From an optimization exercise on the open Yosys and OpenROAD flow, aimed at small area, a short achievable clock period and few clock cycles per item; shortcuts taken in it are not production practice.
Where RTL was checked, it was by simulation tests only, not by an equivalence proof against the original.

==> v32: inputs <==
## pid_mc_core
module pid_mc_core #(
   parameter int                        W         = 16,
   parameter int                        FRAC      = 15,
   parameter int                        IACC_W    = 32,
   parameter int                        NCH       = 4,
   parameter logic signed [IACC_W-1:0]  I_ACC_MAX = 32'sh0FFFFFFF,
   parameter logic signed [IACC_W-1:0]  I_ACC_MIN = -32'sh10000000,
   parameter int                        DF_SHIFT  = 2,
   localparam int                       CH_W      = $clog2(NCH)
) (
   input  logic            clk,
   input  logic            rst_n,
   input  logic            in_valid,
   output logic            in_ready,
   input  logic [CH_W-1:0] in_ch,
   input  logic [W-1:0]    v_in,
   input  logic [W-1:0]    v_ref,
   input  logic            cfg_we,
   input  logic [CH_W-1:0] cfg_ch,
   input  logic [1:0]      cfg_sel,
   input  logic [W-1:0]    cfg_data,
   input  logic            ch_clr,
   input  logic [CH_W-1:0] ch_clr_id,
   output logic            out_valid,
   output logic [CH_W-1:0] out_ch,
   output logic [W-1:0]    u_out,
   output logic            u_sat
);
   localparam int AW  = 29;
   localparam int EW  = W + 1;           
   localparam int DW  = W + 2;           
  ...
make LEC_CHECK=0 ABC_AREA=1 CAP_MARGIN=20 CORE_MARGIN=2 CORE_UTILIZATION=60 SETUP_SLACK_MARGIN=5 SLEW_MARGIN=20 finish   # period 10.0 ns
run.sh (not shown) runs the stock make flow with config.mk's settings and CLKGATE_MAP_FILE= SYNTH_SCRIPT=/design/flow/synth_recipe.tcl, a recipe that flattens the netlist after the stock synthesis.
==> v14 (differences from v32) <==
--- a/flow/design.v
+++ b/flow/design.v
@@ -32,16 +32,12 @@
    localparam int MW  = AW + W;          
    localparam int PW  = EW + W;          
    localparam int QW  = DW + W;          
    localparam int PDW = 20;              
    localparam int SW  = MW - FRAC + 1;   
-   localparam logic signed [AW-1:0] A_MAX = 268435455;
-   localparam logic signed [AW-1:0] A_MIN = -268435456;
-   localparam logic signed [AW:0]   A_HI  = 268435455;
-   localparam logic signed [AW:0]   A_LO  = -268435456;
-   localparam logic signed [SW-1:0] S_MAX = 32767;
-   localparam logic signed [SW-1:0] S_MIN = -32768;
+   localparam logic signed [AW-1:0] A_MAX = AW'(I_ACC_MAX);
+   localparam logic signed [AW-1:0] A_MIN = AW'(I_ACC_MIN);
    logic                  accept;
    logic signed [EW-1:0]  e_in;
    logic                  s1_v;
    logic [CH_W-1:0]       s1_ch;
    logic signed [EW-1:0]  s1_e;
@@ -102,81 +98,63 @@
    logic signed [W-1:0]   kp_a [NCH];
    logic signed [W-1:0]   ki_a [NCH];
    logic signed [W-1:0]   kd_a [NCH];
    logic signed [EW-1:0]  ep_a [NCH];
    logic signed [AW-1:0]  ac_a [NCH];
-   logic [2:0]            kv   [NCH];
-   logic                  ez   [NCH];
-   logic                  az   [NCH];
+   logic signed [MW-1:0]  pi_a [NCH];
+   logic                  hd_a [NCH];
+   logic                  hi_a [NCH];
+   logic                  lo_a [NCH];
    logic                  s4_v;
    logic [CH_W-1:0]       s4_ch;
    logic signed [AW-1:0]  acc_new;
    logic signed [MW-1:0]  pi_new;
    logic                  hold, a_hi, a_lo;
    for (genvar c = 0; c < NCH; c++) begin : g_ch
-      always_ff @(posedge clk) begin
-         if (cq_we && cq_ch == CH_W'(c)) begin
+      always_ff @(posedge clk or negedge rst_n) begin
+         if (!rst_n) begin
+            kp_a[c] <= '0;
+            ki_a[c] <= '0;
+            kd_a[c] <= '0;
+         end else if (cq_we && cq_ch == CH_W'(c)) begin
             case (cq_sel)
                2'd0:    kp_a[c] <= cq_data;
                2'd1:    ki_a[c] <= cq_data;
                2'd2:    kd_a[c] <= cq_data;
                default: ;
             endcase
          end
       end
       always_ff @(posedge clk or negedge rst_n) begin
-         if (!rst_n)                                   kv[c] <= '0;
-         else if (cq_we && cq_ch == CH_W'(c) && cq_sel != 2'd3)
-            kv[c][cq_sel] <= 1'b1;
-      end
-      always_ff @(posedge clk) begin
-         if (s1_v && s1_ch == CH_W'(c)) ep_a[c] <= s1_e;
+         if (!rst_n)                               ep_a[c] <= '0;
+         else if (clq_en && clq_id == CH_W'(c))    ep_a[c] <= '0;
+         else if (s1_v && s1_ch == CH_W'(c))       ep_a[c] <= s1_e;
       end
       always_ff @(posedge clk or negedge rst_n) begin
-         if (!rst_n)                               ez[c] <= 1'b1;
-         else if (clq_en && clq_id == CH_W'(c))    ez[c] <= 1'b1;
-         else if (s1_v && s1_ch == CH_W'(c))       ez[c] <= 1'b0;
+         if (!rst_n)                               ac_a[c] <= '0;
+         else if (clq_en && clq_id == CH_W'(c))    ac_a[c] <= '0;
+         else if (s4_v && s4_ch == CH_W'(c))       ac_a[c] <= acc_new;
       end
       always_ff @(posedge clk) begin
-         if (s4_v && s4_ch == CH_W'(c)) ac_a[c] <= acc_new;
-      end
-      always_ff @(posedge clk or negedge rst_n) begin
-         if (!rst_n)                               az[c] <= 1'b1;
-         else if (clq_en && clq_id == CH_W'(c))    az[c] <= 1'b1;
-         else if (s4_v && s4_ch == CH_W'(c))       az[c] <= 1'b0;
+         if (s4_v && s4_ch == CH_W'(c)) begin
+            pi_a[c] <= pi_new;
+            hd_a[c] <= hold;
+            hi_a[c] <= a_hi;
+            lo_a[c] <= a_lo;
+         end
       end
    end
-   logic signed [MW-1:0]  h0_p, h1_p;
-   logic                  h0_hd, h0_hi, h0_lo, h1_hd, h1_hi, h1_lo;
-   always_ff @(posedge clk) begin
-      h0_p  <= pi_new;
-      h0_hd <= hold;
-      h0_hi <= a_hi;
-      h0_lo <= a_lo;
-      h1_p  <= h0_p;
-      h1_hd <= h0_hd;
-      h1_hi <= h0_hi;
-      h1_lo <= h0_lo;
-   end
    logic                  s2_v, s3_v;
    logic [CH_W-1:0]       s2_ch, s3_ch;
    logic signed [EW-1:0]  ep_r;
    logic signed [AW-1:0]  ac_r;
    logic                  fwd1;
-   logic [1:0]            dist1;
-   logic [2:0]            kv_r;
-   assign kv_r = kv[s1_ch];
-   assign ep_r = ez[s1_ch] ? '0 : ep_a[s1_ch];
-   assign ac_r = az[s1_ch] ? '0 : ac_a[s1_ch];
-   always_comb begin
-      if (s2_v && s2_ch == s1_ch)      begin fwd1 = 1'b1; dist1 = 2'd1; end
-      else if (s3_v && s3_ch == s1_ch) begin fwd1 = 1'b1; dist1 = 2'd2; end
-      else if (s4_v && s4_ch == s1_ch) begin fwd1 = 1'b1; dist1 = 2'd3; end
-      else                             begin fwd1 = 1'b0; dist1 = 2'd0; end
-   end
+   assign ep_r = ep_a[s1_ch];
+   assign ac_r = ac_a[s1_ch];
+   assign fwd1 = (s2_v && s2_ch == s1_ch) || (s3_v && s3_ch == s1_ch) ||
+                 (s4_v && s4_ch == s1_ch);
    logic                  s2_fwd;
-   logic [1:0]            s2_dist;
    logic signed [EW-1:0]  s2_e;
    logic signed [DW-1:0]  s2_df;
    logic signed [AW-1:0]  s2_mi;
    logic signed [W-1:0]   s2_kp, s2_ki, s2_kd;
    always_ff @(posedge clk or negedge rst_n) begin
@@ -184,26 +162,24 @@
       else        s2_v <= s1_v;
    end
    always_ff @(posedge clk) begin
       s2_ch  <= s1_ch;
       s2_fwd <= fwd1;
-      s2_dist <= dist1;
       s2_e   <= s1_e;
-      s2_df  <= s1_e - ep_r;
-      s2_mi  <= fwd1 ? ep_r : ac_r;
-      s2_kp  <= kv_r[0] ? kp_a[s1_ch] : '0;
-      s2_ki  <= kv_r[1] ? ki_a[s1_ch] : '0;
-      s2_kd  <= kv_r[2] ? kd_a[s1_ch] : '0;
+      s2_df  <= DW'(s1_e) - DW'(ep_r);
+      s2_mi  <= fwd1 ? AW'(ep_r) : ac_r;
+      s2_kp  <= kp_a[s1_ch];
+      s2_ki  <= ki_a[s1_ch];
+      s2_kd  <= kd_a[s1_ch];
    end
    logic [MW-1:0] mi_s, mi_c;
    logic [34:0]   mp_s, mp_c;
    logic [34:0]   md_s, md_c;
    mul_i u_mi (.a(s2_mi), .b(s2_ki), .ps(mi_s), .pc(mi_c));
    mul_p u_mp (.a(s2_e),  .b(s2_kp), .ps(mp_s), .pc(mp_c));
    mul_d u_md (.a(s2_df), .b(s2_kd), .ps(md_s), .pc(md_c));
    logic                  s3_fwd;
-   logic [1:0]            s3_dist;
    logic signed [EW-1:0]  s3_e;
    logic signed [W-1:0]   s3_ki;
    logic [MW-1:0]         s3_mis, s3_mic;
    logic [34:0]           s3_mps, s3_mpc;
    logic [34:0]           s3_mds, s3_mdc;
@@ -212,11 +188,10 @@
       else        s3_v <= s2_v;
    end
    always_ff @(posedge clk) begin
       s3_ch  <= s2_ch;
       s3_fwd <= s2_fwd;
-      s3_dist <= s2_dist;
       s3_e   <= s2_e;
       s3_ki  <= s2_ki;
       s3_mis <= mi_s;
       s3_mic <= mi_c;
       s3_mps <= mp_s;
@@ -249,18 +224,15 @@
    logic                  byp;
    logic signed [MW-1:0]  pi_r;
    logic signed [AW-1:0]  ac3_r;
    logic                  hd_r, hi_r, lo_r;
    assign byp   = s4_v && s4_ch == s3_ch;
-   assign ac3_r = byp ? acc_new : az[s3_ch] ? '0 : ac_a[s3_ch];
-   always_comb begin
-      case (s3_dist)
-         2'd1:    begin pi_r = pi_new; hd_r = hold;  hi_r = a_hi;  lo_r = a_lo;  end
-         2'd2:    begin pi_r = h0_p;   hd_r = h0_hd; hi_r = h0_hi; lo_r = h0_lo; end
-         default: begin pi_r = h1_p;   hd_r = h1_hd; hi_r = h1_hi; lo_r = h1_lo; end
-      endcase
-   end
+   assign pi_r  = byp ? pi_new  : pi_a[s3_ch];
+   assign ac3_r = byp ? acc_new : ac_a[s3_ch];
+   assign hd_r  = byp ? hold    : hd_a[s3_ch];
+   assign hi_r  = byp ? a_hi    : hi_a[s3_ch];
+   assign lo_r  = byp ? a_lo    : lo_a[s3_ch];
    logic                  s4_fwd;
    logic signed [EW-1:0]  s4_e;
    logic signed [W-1:0]   s4_ki;
    logic signed [MW-1:0]  s4_m, s4_pp;
    logic signed [PDW-1:0] s4_pd;
@@ -287,42 +259,40 @@
    logic signed [SW-1:0]  s, s_h, s_mx, s_mn, s_nm, s_nf;
    logic [FRAC:0]         lm;
    logic                  s_hi, s_lo, sat;
    logic signed [AW:0]    a_sum;
    logic [W-1:0]          u_n;
-   logic signed [MW-1:0]  kix;
-   assign kix    = s4_ki;
-   assign ki_max = (kix <<< 28) - kix;
-   assign ki_min = -(kix <<< 28);
+   assign ki_max = (MW'(s4_ki) <<< 28) - MW'(s4_ki);
+   assign ki_min = -(MW'(s4_ki) <<< 28);
    logic signed [SW-1:0]  x0, x1, x2, y0, y1;
    assign lm   = {1'b0, s4_pp[FRAC-1:0]} + {1'b0, s4_m[FRAC-1:0]};
-   assign x0   = s4_pp >>> FRAC;
-   assign x1   = s4_m >>> FRAC;
-   assign x2   = s4_pd;
+   assign x0   = SW'(s4_pp >>> FRAC);
+   assign x1   = SW'(s4_m >>> FRAC);
+   assign x2   = SW'(s4_pd);
    assign y0   = x0 ^ x1 ^ x2;
    assign y1   = {(x0[SW-2:0] & x1[SW-2:0]) | (x0[SW-2:0] & x2[SW-2:0]) |
                   (x1[SW-2:0] & x2[SW-2:0]), 1'b0};
-   assign s_nm = y0 + y1 + {{(SW-1){1'b0}}, lm[FRAC]};
+   assign s_nm = y0 + y1 + SW'(lm[FRAC]);
    assign s_nf = x1 + x2;
    assign s_h  = x0 + x2;
-   assign s_mx = (ki_max >>> FRAC) + x2;
-   assign s_mn = (ki_min >>> FRAC) + x2;
+   assign s_mx = SW'(ki_max >>> FRAC) + x2;
+   assign s_mn = SW'(ki_min >>> FRAC) + x2;
    always_comb begin
       if (!s4_fwd)    begin s = s_nf; pi_new = s4_m;          end
       else if (s4_hd) begin s = s_h;  pi_new = s4_pp;         end
       else if (s4_hi) begin s = s_mx; pi_new = ki_max;        end
       else if (s4_lo) begin s = s_mn; pi_new = ki_min;        end
       else            begin s = s_nm; pi_new = s4_pp + s4_m;  end
    end
-   assign s_hi = (s > S_MAX);
-   assign s_lo = (s < S_MIN);
+   assign s_hi = (s > SW'(32767));
+   assign s_lo = (s < -SW'(32768));
    assign sat  = s_hi || s_lo;
    assign u_n  = s_hi ? 16'h7FFF : s_lo ? 16'h8000 : s[W-1:0];
    assign hold = sat && (s4_e[EW-1] == s[SW-1]);
-   assign a_sum   = s4_ac + s4_e;
-   assign a_hi    = (a_sum > A_HI);
-   assign a_lo    = (a_sum < A_LO);
+   assign a_sum   = (AW+1)'(s4_ac) + (AW+1)'(s4_e);
+   assign a_hi    = (a_sum > (AW+1)'(A_MAX));
+   assign a_lo    = (a_sum < (AW+1)'(A_MIN));
    assign acc_new = hold ? s4_ac : a_hi ? A_MAX : a_lo ? A_MIN : a_sum[AW-1:0];
    always_ff @(posedge clk or negedge rst_n) begin
       if (!rst_n) out_valid <= 1'b0;
       else        out_valid <= s4_v;
    end
CORE_UTILIZATION = 40   (was 60)
==> v11 (differences from v32) <==
CORE_UTILIZATION = 40   (was 60)
==> comparison table <==
metric                                                                                   v32                v14               v11
Total number of cells along the worst setup path                                          24                 12                29
Portion of the post-synthesis area used by sequential elements                         0.351              0.346             0.351
Proportion of register bits with asynchronous set or reset after synthesis            0.0358              0.333            0.0358
First-pass iteration count of the detailed router                                          8                  8                 9
Status                                                      no timing/DRC/antenna violations  no timing/DRC/antenna violations  no timing/DRC/antenna violations
Count of different cell masters after synthesis                                           62                 58                62
Routed metal-1 wire length                                                         98,000 um         117,000 um        114,000 um
WL met2                                                                           113,000 um         129,000 um        119,000 um
Clock period minus worst slack                                                       5.11 ns            4.89 ns           5.07 ns
Horizontal die dimension                                                              358 um             452 um            437 um
Met3 layer wire length in the routed design                                        27,100 um          21,900 um         18,300 um
Layout buffering overhead excluding clock cells                                       0.0310             0.0194            0.0316
RSZ-0062 raised after global routing                                                    true              false              true
Critical path buffers and inverters                                                        2                  5                 3
Setup Buffers After CTS                                                                   52                 11                65
Crit path launch                                                            s4_m[25]$_DFF_P_  s2_ki[15]$_DFF_P_  s4_m[16]$_DFF_P_
Wire length of the first global-routing pass                                      381,000 um         424,000 um        395,000 um
Testbench counts of v32, summed over its fixed seeds: cycles 4,935, items 4,800.
Testbench counts of v11, summed over its fixed seeds: cycles 4,935, items 4,800.
Only the layout flow was run in v14; the RTL was not checked for function there.

-- re-timing with driven ports --
Ports are ideal in the flow. The routed layouts listed here were re-timed in OpenROAD. Step 1: set_driving_cell puts a clkbuf_16 on clk and a buf_2 on each other input, an assumption about the parent block. Step 2 adds t to the input delays and takes it off the output delays; t is the mean of the earliest and latest rising clock arrival at the registers after step 1. Input paths then give back, and output paths get back, about the clock's delay inside the block. Three values: ideal, step 1, step 2; two values: the first two.
run	shift t [ns]	setup slack, ns	pins driven straight from the clock port
v32	0.840	4.885 / 4.885 / 4.446	1
v14	0.866	5.114 / 5.114 / 5.114	1
v11	0.843	4.933 / 4.933 / 4.933	1
After both steps every run listed still meets setup and hold. For v32, which loses most, drivers alone change the setup slack by 0.000 ns; drivers and shift together by -0.439 ns.
